Background: an optimization exercise with open tools, aiming at small area. Do not read the settings as production practice.
The RTL was checked by simulation tests, not by an equivalence proof against the original design.

==> flow/design.v <==
package apb_accum_pkg;
  typedef enum logic [1:0] {
    OP_OR  = 2'b00,
    OP_AND = 2'b01,
    OP_XOR = 2'b10,
    OP_ADD = 2'b11
  } op_e;
  typedef enum logic {
    IDLE = 1'b0,
    ACK  = 1'b1
  } bus_state_e;
  localparam logic [3:0] OFS_DATA   = 4'h0;
  localparam logic [3:0] OFS_CTRL   = 4'h4;
  localparam logic [3:0] OFS_RESULT = 4'h8;
  localparam logic [3:0] OFS_STATUS = 4'hC;
  localparam int CTRL_START  = 0;
  localparam int CTRL_CLR    = 1;
  localparam int CTRL_OP_LSB = 2;
  localparam int CTRL_SAT    = 4;
  localparam int CTRL_IE     = 5;
  localparam int ST_BUSY = 0;
  localparam int ST_DONE = 1;
  localparam int ST_OVF  = 2;
endpackage
module apb_accum_channel
#(
  parameter int DATA_W = 32
) (
  input  logic              clk,
  input  logic              rst,
  input  logic              data_en,     
  input  logic [DATA_W-1:0] data_d,      
  input  logic              ctrl_en,     
  input  logic [3:0]        ctrl_d,      
  input  logic              res_en,      
  input  logic [DATA_W-1:0] res_d,       
  input  logic              ovf_set,
  input  logic              done_set,
  input  logic              wr_status,
  input  logic [2:1]        st_w1c,
  output logic [DATA_W-1:0] data,
  output logic [DATA_W-1:0] result,
  output logic [3:0]        ctrl,        
  output logic              done,
  output logic              ovf,
  output logic              irq_req
);
  always_ff @(posedge clk) begin
    if (data_en) data   <= data_d;
    if (ctrl_en) ctrl   <= ctrl_d;
    if (res_en)  result <= res_d;
  end
  always_ff @(posedge clk) begin
    if (rst) begin
      done <= 1'b0;
      ovf  <= 1'b0;
    end else begin
      if (done_set)                    done <= 1'b1;
      else if (wr_status && st_w1c[1]) done <= 1'b0;
      if (ovf_set)                     ovf  <= 1'b1;
      else if (wr_status && st_w1c[2]) ovf  <= 1'b0;
    end
  end
  assign irq_req = done & ctrl[3];
endmodule
module apb_accum_array
#(
  parameter int DATA_W = 32,
  parameter int NUM_CH = 8,
  parameter int ADDR_W = 8,
  parameter int OP_LAT = 2
) (
  input  logic              PCLK,
  input  logic              PRESET,
  input  logic              PSEL,
  input  logic              PENABLE,
  input  logic              PWRITE,
  input  logic [ADDR_W-1:0] PADDR,
  input  logic [DATA_W-1:0] PWDATA,
  output logic [DATA_W-1:0] PRDATA,
  output logic              PREADY,
  output logic              PSLVERR,
  output logic              irq
);
  logic [2:0]        ch_idx, chan_q;
  logic [1:0]        ofs;
  logic              start, bad_addr, err, commit, start_q, ctrl_wr_any;
  logic              wr_data, wr_ctrl, wr_status, res_wr, sel_d, sel_r, sel_c, sel_s;
  logic [DATA_W-1:0] ch_data [NUM_CH];
  logic [DATA_W-1:0] ch_res  [NUM_CH];
  logic [3:0]        ch_ctrl [NUM_CH];
  logic [NUM_CH-1:0] ch_done, ch_ovf, ch_irq, ch_hit, ch_d, ch_r, ch_c, ch_s;
  logic [DATA_W-1:0] dmux, rmux, alu_res, res_d, data_d;
  logic [3:0]        cmux;
  logic [1:0]        smux;
  logic              carry;
  logic [DATA_W:0]   sum;
  assign ch_idx   = PADDR[6:4];
  assign ofs      = PADDR[3:2];
  assign bad_addr = PADDR[7] | PADDR[1] | PADDR[0];
  assign err      = bad_addr | (PWRITE && ofs == 2'd2);
  assign commit   = PSEL & PENABLE & ~PREADY & PWRITE & ~err;
  assign wr_data   = commit && ofs == 2'd0;
  assign wr_ctrl   = commit && ofs == 2'd1;
  assign wr_status = commit && ofs == 2'd3;
  assign res_wr    = wr_ctrl & (PWDATA[apb_accum_pkg::CTRL_START] | PWDATA[apb_accum_pkg::CTRL_CLR]);
  assign start = PWDATA[apb_accum_pkg::CTRL_START];
  assign ctrl_wr_any = PWRITE && ofs == 2'd1;
  assign sel_d = ~PRESET & ~bad_addr & (ofs == 2'd0 | (ctrl_wr_any & start));
  assign sel_r = ~PRESET & ~bad_addr & (ofs == 2'd2 | (ctrl_wr_any & start & ~PWDATA[apb_accum_pkg::CTRL_CLR]));
  assign sel_c = ~bad_addr & ofs == 2'd1 & ~PWRITE;
  assign sel_s = ~bad_addr & ofs == 2'd3;
  always_comb begin
    dmux = '0;
    rmux = '0;
    cmux = '0;
    smux = '0;
    for (int i = 0; i < NUM_CH; i++) begin
      dmux = dmux | (ch_data[i] & {DATA_W{ch_d[i]}});
      rmux = rmux | (ch_res[i]  & {DATA_W{ch_r[i]}});
      cmux = cmux | (ch_ctrl[i] & {4{ch_c[i]}});
      smux = smux | ({ch_ovf[i], ch_done[i]} & {2{ch_s[i]}});
    end
  end
  logic [DATA_W-1:0] g, ra, s;
  logic              is_add, ms, mg, sat_all;
  assign is_add = PWDATA[apb_accum_pkg::CTRL_OP_LSB +: 2] == 2'd3;
  assign ms     = PWDATA[apb_accum_pkg::CTRL_OP_LSB +: 2] != 2'd1;
  assign mg     = ~PWDATA[apb_accum_pkg::CTRL_OP_LSB + 1];
  assign ra     = rmux & {DATA_W{is_add}};
  assign sum    = {1'b0, ra} + {1'b0, dmux};
  assign s      = sum[DATA_W-1:0] ^ (rmux & {DATA_W{~is_add}});
  assign g      = rmux & dmux;
  assign carry   = sum[DATA_W];
  assign sat_all = carry & PWDATA[apb_accum_pkg::CTRL_SAT];
  assign alu_res = (s & {DATA_W{ms}}) | (g & {DATA_W{mg}}) | {DATA_W{sat_all}};
  assign res_d  = alu_res;
  assign data_d = PRESET ? '0 : PWDATA;
  for (genvar g = 0; g < NUM_CH; g++) begin : g_ch
    assign ch_hit[g] = ch_idx == 3'(g);
    assign ch_d[g]   = ch_hit[g] & sel_d;
    assign ch_r[g]   = ch_hit[g] & sel_r;
    assign ch_c[g]   = ch_hit[g] & sel_c;
    assign ch_s[g]   = ch_hit[g] & sel_s;
    apb_accum_channel #(.DATA_W(DATA_W)) u_ch (
      .clk      (PCLK),
      .rst      (PRESET),
      .data_en  (PRESET | (ch_hit[g] & wr_data)),
      .data_d   (data_d),
      .ctrl_en  (PRESET | (ch_hit[g] & wr_ctrl)),
      .ctrl_d   (PRESET ? 4'd0 : PWDATA[5:2]),
      .res_en   (PRESET | (ch_hit[g] & res_wr)),
      .res_d    (res_d),
      .ovf_set  (ch_hit[g] & wr_ctrl & PWDATA[apb_accum_pkg::CTRL_START]
                 & (PWDATA[3:2] == 2'd3) & carry),
      .done_set (start_q && chan_q == 3'(g)),
      .wr_status(ch_hit[g] & wr_status),
      .st_w1c   (PWDATA[2:1]),
      .data     (ch_data[g]),
      .result   (ch_res[g]),
      .ctrl     (ch_ctrl[g]),
      .done     (ch_done[g]),
      .ovf      (ch_ovf[g]),
      .irq_req  (ch_irq[g])
    );
  end
  always_ff @(posedge PCLK) begin
    if (PRESET) begin
      PREADY  <= 1'b0;
      start_q <= 1'b0;
    end else begin
      PREADY  <= PSEL & PENABLE & ~PREADY;
      start_q <= PREADY & PWRITE & ~err & (ofs == 2'd1) & PWDATA[apb_accum_pkg::CTRL_START];
    end
  end
  always_ff @(posedge PCLK) chan_q <= ch_idx;
  assign PRDATA  = dmux | rmux | DATA_W'({cmux, 2'b00}) | DATA_W'({smux, 1'b0});
  assign PSLVERR = err;
  assign irq     = |ch_irq;
endmodule
export LEC_CHECK = 0
export CAP_MARGIN = 20
export CORE_MARGIN = 2
export CORE_UTILIZATION = 50
export CTS_CLUSTER_DIAMETER = 120
export CTS_CLUSTER_SIZE = 30
export PLACE_DENSITY = 0.6
export SLEW_MARGIN = 20
create_clock -name core_clock -period 10.0 [get_ports {PCLK}]
standard.sh (not shown) runs the stock make flow with config.mk's settings and CLKGATE_MAP_FILE= SYNTH_SCRIPT=/design/flow/synth_recipe.tcl, a recipe that flattens the netlist after the stock synthesis.
==> flow/flow/run.sh <==
#!/bin/bash
# Layout flow: the standard ORFS flow (standard.sh) with these changes:
#  - synthesis is the standard one except that ABC maps the logic with an area-oriented
#    script (flow/abc_area.script) instead of abc_speed.script; the flip-flops, their names
#    and cell types are untouched (ABC maps only combinational logic);
#  - ports are buffered with the smallest buffer instead of clkdlybuf4s50_1;
#  - CTS clusters up to 24 flip-flops per leaf buffer and inserts no dummy loads;
# make's output goes to synth_make.log and flow_make.log here; each ORFS step keeps its own
# log under orfs/logs.
set -euo pipefail
W=$PWD
rm -rf "$W/scripts_abc"
cp -r "$FLOW_HOME/scripts" "$W/scripts_abc"
cp "$W/flow/abc_area.script" "$W/scripts_abc/abc_speed.script"
SCRIPTS_DIR="$W/scripts_abc" bash standard.sh synth > synth_make.log 2>&1
export BUFFER_PORTS_ARGS="-buffer_cell sky130_fd_sc_hd__buf_1"
export CTS_ARGS="-sink_clustering_enable -repair_clock_nets -sink_clustering_size 24 -sink_clustering_max_diameter 100 -dont_use_dummy_load"

bash standard.sh > flow_make.log 2>&1
==> flow/flow/abc_area.script <==
strash
ifraig
scorr
dc2
strash
&get -n
&st
&dch
&nf -R 1000 -p
&put
Rerun with:
--- a/flow/design.v
+++ b/flow/design.v
@@ -26,12 +26,15 @@
 #(
   parameter int DATA_W = 32
 ) (
   input  logic              clk,
   input  logic              rst,
   input  logic              data_en,     
+  input  logic              data_keep,   
+  input  logic              ctrl_keep,
+  input  logic              res_keep,
   input  logic [DATA_W-1:0] data_d,      
   input  logic              ctrl_en,     
   input  logic [3:0]        ctrl_d,      
   input  logic              res_en,      
   input  logic [DATA_W-1:0] res_d,       
   input  logic              ovf_set,
@@ -43,15 +46,15 @@
   output logic [3:0]        ctrl,        
   output logic              done,
   output logic              ovf,
   output logic              irq_req
 );
   always_ff @(posedge clk) begin
-    if (data_en) data   <= data_d;
-    if (ctrl_en) ctrl   <= ctrl_d;
-    if (res_en)  result <= res_d;
+    data   <= (data   & {DATA_W{data_keep}}) | (data_d & {DATA_W{data_en}});
+    ctrl   <= (ctrl   & {4{ctrl_keep}})      | (ctrl_d & {4{ctrl_en}});
+    result <= (result & {DATA_W{res_keep}})  | (res_d  & {DATA_W{res_en}});
   end
   always_ff @(posedge clk) begin
     if (rst) begin
       done <= 1'b0;
       ovf  <= 1'b0;
     end else begin
@@ -81,36 +84,37 @@
   output logic              PREADY,
   output logic              PSLVERR,
   output logic              irq
 );
   logic [2:0]        ch_idx, chan_q;
   logic [1:0]        ofs;
-  logic              start, bad_addr, err, commit, start_q, ctrl_wr_any;
+  logic              no_wr, start, bad_addr, err, commit, start_q, ctrl_wr_any;
   logic              wr_data, wr_ctrl, wr_status, res_wr, sel_d, sel_r, sel_c, sel_s;
   logic [DATA_W-1:0] ch_data [NUM_CH];
   logic [DATA_W-1:0] ch_res  [NUM_CH];
   logic [3:0]        ch_ctrl [NUM_CH];
   logic [NUM_CH-1:0] ch_done, ch_ovf, ch_irq, ch_hit, ch_d, ch_r, ch_c, ch_s;
-  logic [DATA_W-1:0] dmux, rmux, alu_res, res_d, data_d;
+  logic [DATA_W-1:0] dmux, rmux, alu_res, res_d;
   logic [3:0]        cmux;
   logic [1:0]        smux;
   logic              carry;
   logic [DATA_W:0]   sum;
   assign ch_idx   = PADDR[6:4];
   assign ofs      = PADDR[3:2];
   assign bad_addr = PADDR[7] | PADDR[1] | PADDR[0];
   assign err      = bad_addr | (PWRITE && ofs == 2'd2);
   assign commit   = PSEL & PENABLE & ~PREADY & PWRITE & ~err;
   assign wr_data   = commit && ofs == 2'd0;
   assign wr_ctrl   = commit && ofs == 2'd1;
   assign wr_status = commit && ofs == 2'd3;
+  assign no_wr     = ~PSEL | ~PENABLE | PREADY | ~PWRITE | bad_addr;
   assign res_wr    = wr_ctrl & (PWDATA[apb_accum_pkg::CTRL_START] | PWDATA[apb_accum_pkg::CTRL_CLR]);
   assign start = PWDATA[apb_accum_pkg::CTRL_START];
   assign ctrl_wr_any = PWRITE && ofs == 2'd1;
-  assign sel_d = ~PRESET & ~bad_addr & (ofs == 2'd0 | (ctrl_wr_any & start));
-  assign sel_r = ~PRESET & ~bad_addr & (ofs == 2'd2 | (ctrl_wr_any & start & ~PWDATA[apb_accum_pkg::CTRL_CLR]));
+  assign sel_d = ~bad_addr & (ofs == 2'd0 | (ctrl_wr_any & start));
+  assign sel_r = ~bad_addr & (ofs == 2'd2 | (ctrl_wr_any & start & ~PWDATA[apb_accum_pkg::CTRL_CLR]));
   assign sel_c = ~bad_addr & ofs == 2'd1 & ~PWRITE;
   assign sel_s = ~bad_addr & ofs == 2'd3;
   always_comb begin
     dmux = '0;
     rmux = '0;
     cmux = '0;
@@ -132,27 +136,30 @@
   assign s      = sum[DATA_W-1:0] ^ (rmux & {DATA_W{~is_add}});
   assign g      = rmux & dmux;
   assign carry   = sum[DATA_W];
   assign sat_all = carry & PWDATA[apb_accum_pkg::CTRL_SAT];
   assign alu_res = (s & {DATA_W{ms}}) | (g & {DATA_W{mg}}) | {DATA_W{sat_all}};
   assign res_d  = alu_res;
-  assign data_d = PRESET ? '0 : PWDATA;
   for (genvar g = 0; g < NUM_CH; g++) begin : g_ch
     assign ch_hit[g] = ch_idx == 3'(g);
     assign ch_d[g]   = ch_hit[g] & sel_d;
     assign ch_r[g]   = ch_hit[g] & sel_r;
     assign ch_c[g]   = ch_hit[g] & sel_c;
     assign ch_s[g]   = ch_hit[g] & sel_s;
     apb_accum_channel #(.DATA_W(DATA_W)) u_ch (
       .clk      (PCLK),
       .rst      (PRESET),
-      .data_en  (PRESET | (ch_hit[g] & wr_data)),
-      .data_d   (data_d),
-      .ctrl_en  (PRESET | (ch_hit[g] & wr_ctrl)),
-      .ctrl_d   (PRESET ? 4'd0 : PWDATA[5:2]),
-      .res_en   (PRESET | (ch_hit[g] & res_wr)),
+      .data_en  (~PRESET & ch_hit[g] & wr_data),
+      .data_keep(~PRESET & (no_wr | (ch_idx != 3'(g)) | (ofs != 2'd0))),
+      .ctrl_keep(~PRESET & (no_wr | (ch_idx != 3'(g)) | (ofs != 2'd1))),
+      .res_keep (~PRESET & (no_wr | (ch_idx != 3'(g)) | (ofs != 2'd1)
+                            | ~(PWDATA[apb_accum_pkg::CTRL_START] | PWDATA[apb_accum_pkg::CTRL_CLR]))),
+      .data_d   (PWDATA),
+      .ctrl_en  (~PRESET & ch_hit[g] & wr_ctrl),
+      .ctrl_d   (PWDATA[5:2]),
+      .res_en   (~PRESET & ch_hit[g] & res_wr),
       .res_d    (res_d),
       .ovf_set  (ch_hit[g] & wr_ctrl & PWDATA[apb_accum_pkg::CTRL_START]
                  & (PWDATA[3:2] == 2'd3) & carry),
       .done_set (start_q && chan_q == 3'(g)),
       .wr_status(ch_hit[g] & wr_status),
       .st_w1c   (PWDATA[2:1]),
Result:
- register-to-register slack loses 0.67 ns
- via count rises by 42%
- critical path depth went up by 2
- cell area came out higher by 1.1%
- non-clock buffer count is higher by 101
- synthesized cell count went up by 52%

## re-timing with driven ports
Ports are ideal in the flow. The routed layouts listed here were re-timed in OpenROAD. Step 1, drivers: a clkbuf_16 drives PCLK and a buf_2 each remaining input, both assumed. Step 2 times the ports against the registers' clock, not the clock port: input delays grow and output delays shrink by t, the midpoint of the rising clock arrivals with the driver on. Slacks: no drivers / after step 1 / after step 2; pairs: no drivers / after step 1.
run | t (ns) | slack for setup (ns) | worst setup path after step 2
the first run | 0.630 | 0.901 / 0.931 / 0.301 | input to register
the second run | 0.657 | 0.445 / 0.483 / -0.174 | input to register
With both steps, setup timing fails in the second run, where it was met with ideal ports. The setup slack of the second run, which loses most, moves by +0.038 ns with the drivers and by -0.619 ns with both steps.
